What follows belongs to an exercise in optimizing a design on an open flow for small area; a production flow would make more cautious choices. The RTL was checked by simulation tests, not by an equivalence proof against the original design. Power is estimated from default activity; no workload was simulated.

// pcie_tl
module pcie_tl #(
    parameter int NUM_VC = 8
) (
    input  wire                               aclk,
    input  wire                               arst,
    input  wire                               awvalid_i,
    input  wire                               wvalid_i,
    input  wire pcie_tl_pkg::cpu_aw_t         cpu_aw_i,
    output logic                              awready_o,
    output logic                              wready_o,
    output logic                              bvalid_o,
    input  wire                               bready_i,
    output pcie_tl_pkg::axi_resp_t            bresp_o,
    input  wire                               arvalid_i,
    input  wire pcie_tl_pkg::cpu_ar_t         araddr_i,
    output logic                              arready_o,
    output logic                              rvalid_o,
    input  wire                               rready_i,
    output pcie_tl_pkg::cpu_r_t               cpu_r_o,
    output logic                              mem_arvalid_o,
    input  wire                               mem_arready_i,
    output logic [pcie_tl_pkg::DATA_W-1:0]    mem_araddr_o,
    input  wire                               mem_rvalid_i,
    output logic                              mem_rready_o,
    input  wire [pcie_tl_pkg::DATA_W-1:0]     mem_rdata_i,
    input  wire                               mem_rlast_i,
    output logic                              tx_valid_o,
    input  wire                               tx_ready_i,
    output logic [pcie_tl_pkg::DATA_W-1:0]    tx_data_o,
    input  wire                               linkup_i,
    input  wire [NUM_VC-1:0]                  dll_vc_up_i
);
Size: ~300 flip-flops, roughly 260 I/O pins.
export LEC_CHECK = 0
export CAP_MARGIN = 0
export CORE_MARGIN = 2
export CORE_UTILIZATION = 72
export SLEW_MARGIN = 0
create_clock -name core_clock -period 5.0 [get_ports {aclk}]
standard.sh (not shown) runs the stock make flow with config.mk's settings and CLKGATE_MAP_FILE= SYNTH_SCRIPT=/design/flow/synth_recipe.tcl, a recipe that flattens the netlist after the stock synthesis.
==> flow/flow/run.sh <==
#!/bin/bash
# Layout flow. Synthesis is ORFS's synthesis as standard.sh runs it (same
# Yosys script, same registers and register names), except that ABC maps the
# combinational logic with the area-oriented script flow/abc_area.script.
# The rest is the standard ORFS flow with two changes: the port buffers are
# the smallest buffer cell, and clock tree synthesis uses clkbuf_8 clusters
# and no dummy loads. Each tool's full output goes to the ORFS logs under
# orfs/logs; make's output goes to synth_make.log and flow_make.log here.
set -euo pipefail
rm -rf scripts_own
cp -r "$FLOW_HOME/scripts" scripts_own
cp flow/abc_area.script scripts_own/abc_speed.script
bash standard.sh SCRIPTS_DIR="$PWD/scripts_own" synth > synth_make.log 2>&1
export BUFFER_PORTS_ARGS="-buffer_cell sky130_fd_sc_hd__buf_1"
export CTS_ARGS="-sink_clustering_enable -repair_clock_nets -dont_use_dummy_load -sink_clustering_size 16 -sink_clustering_max_diameter 100 -buf_list {sky130_fd_sc_hd__clkbuf_8 sky130_fd_sc_hd__clkbuf_4 sky130_fd_sc_hd__clkbuf_2}"
bash standard.sh > flow_make.log 2>&1
==> flow/flow/abc_area.script <==
&get -n
&st
&syn2
&dch -f
&nf -a
&st
&syn2
&dch -f
&nf -a
&st
&syn2
&dch -f
&nf -a
&put
topo
stime -c
==> next run, changes <==
--- a/flow/flow/run.sh
+++ b/flow/flow/run.sh
@@ -12,3 +12,3 @@
 cp flow/abc_area.script scripts_own/abc_speed.script
-bash standard.sh SCRIPTS_DIR="$PWD/scripts_own" synth > synth_make.log 2>&1
+bash standard.sh SCRIPTS_DIR="$PWD/scripts_own" ADDER_MAP_FILE= synth > synth_make.log 2>&1
 export BUFFER_PORTS_ARGS="-buffer_cell sky130_fd_sc_hd__buf_1"
==> flow/flow/abc_area.script (replaced) <==
&get -n
&st
&deepsyn -J 50 -T 100
&dch -f
&nf -a -R 1000
&put
topo
stime -c
Result: Die area is lower by 2.9%. Wire length grows by 1.4%. Design area shrinks by 3.1%. Combinational power came out higher to 3.6 times its value. Global-route usage went up by 1.3 points. Final cell count decreases by 3.7%. Count of clock-buffer cells in the layout is unchanged. Setup slack gets worse by 1.5 ns. Clock power is about the same. First-iteration DRC count does not change.
==> next run, changes <==
==> flow/flow/run.sh (replaced) <==
#!/bin/bash
# Standard ORFS layout with two changes: the port buffers are the smallest
# buffer cell, and clock tree synthesis uses small clock buffers and no dummy
# loads. Each tool's full output goes to the ORFS logs under orfs/logs and the
# make output to flow_make.log in this folder.
set -euo pipefail
export BUFFER_PORTS_ARGS="-buffer_cell sky130_fd_sc_hd__buf_1"
export CTS_ARGS="-sink_clustering_enable -repair_clock_nets -dont_use_dummy_load -sink_clustering_size 16 -sink_clustering_max_diameter 100 -buf_list {sky130_fd_sc_hd__clkbuf_8 sky130_fd_sc_hd__clkbuf_4 sky130_fd_sc_hd__clkbuf_2}"
bash standard.sh > flow_make.log 2>&1
removed: flow/flow/abc_area.script
Outcome: Routed wire length is lower slightly. Clock power hardly moves. Worst hold slack loses 0.012 ns. Non-clock buffer count goes up by 5. Design area climbs by a few percent. Fmax rose by well over a third. Synthesized area grows by a few percent.

static timing again, ports no longer ideal:
The flow's constraints put no driver on any port. The routed layouts listed below were extracted and timed again, unchanged, in two steps. Step 1, drivers: a clkbuf_16 drives aclk and a buf_2 each remaining input, both assumed. Step 2 moves the port delays by t, midway between the first and last clock arrival at a register: inputs arrive t later, outputs are due t later. That takes back most of the time a late clock gives input paths. Slacks: ideal / step 1 / step 2; pairs: ideal / step 1.
| run | shift t [ns] | setup slack, ns | hold WS [ns] | latest minus earliest clock arrival (ns) | worst slew at a driven data input, ns |
|---|---|---|---|---|---|
| the first run | 0.571 | 1.939 / 1.939 / 1.489 | 0.445 / 0.445 / 0.445 | 0.009 / 0.009 | 0.05 |
| the second run | 0.567 | 0.426 / 0.426 / 0.426 | 0.457 / 0.457 / 0.457 | 0.015 / 0.016 | 0.06 |
| the third run | 0.561 | 2.035 / 2.035 / 1.495 | 0.445 / 0.445 / 0.445 | 0.027 / 0.027 | 0.05 |
After both steps setup and hold are still met in every run listed. For the third run, which loses most, drivers alone change the setup slack by 0.000 ns; drivers and shift together by -0.540 ns.
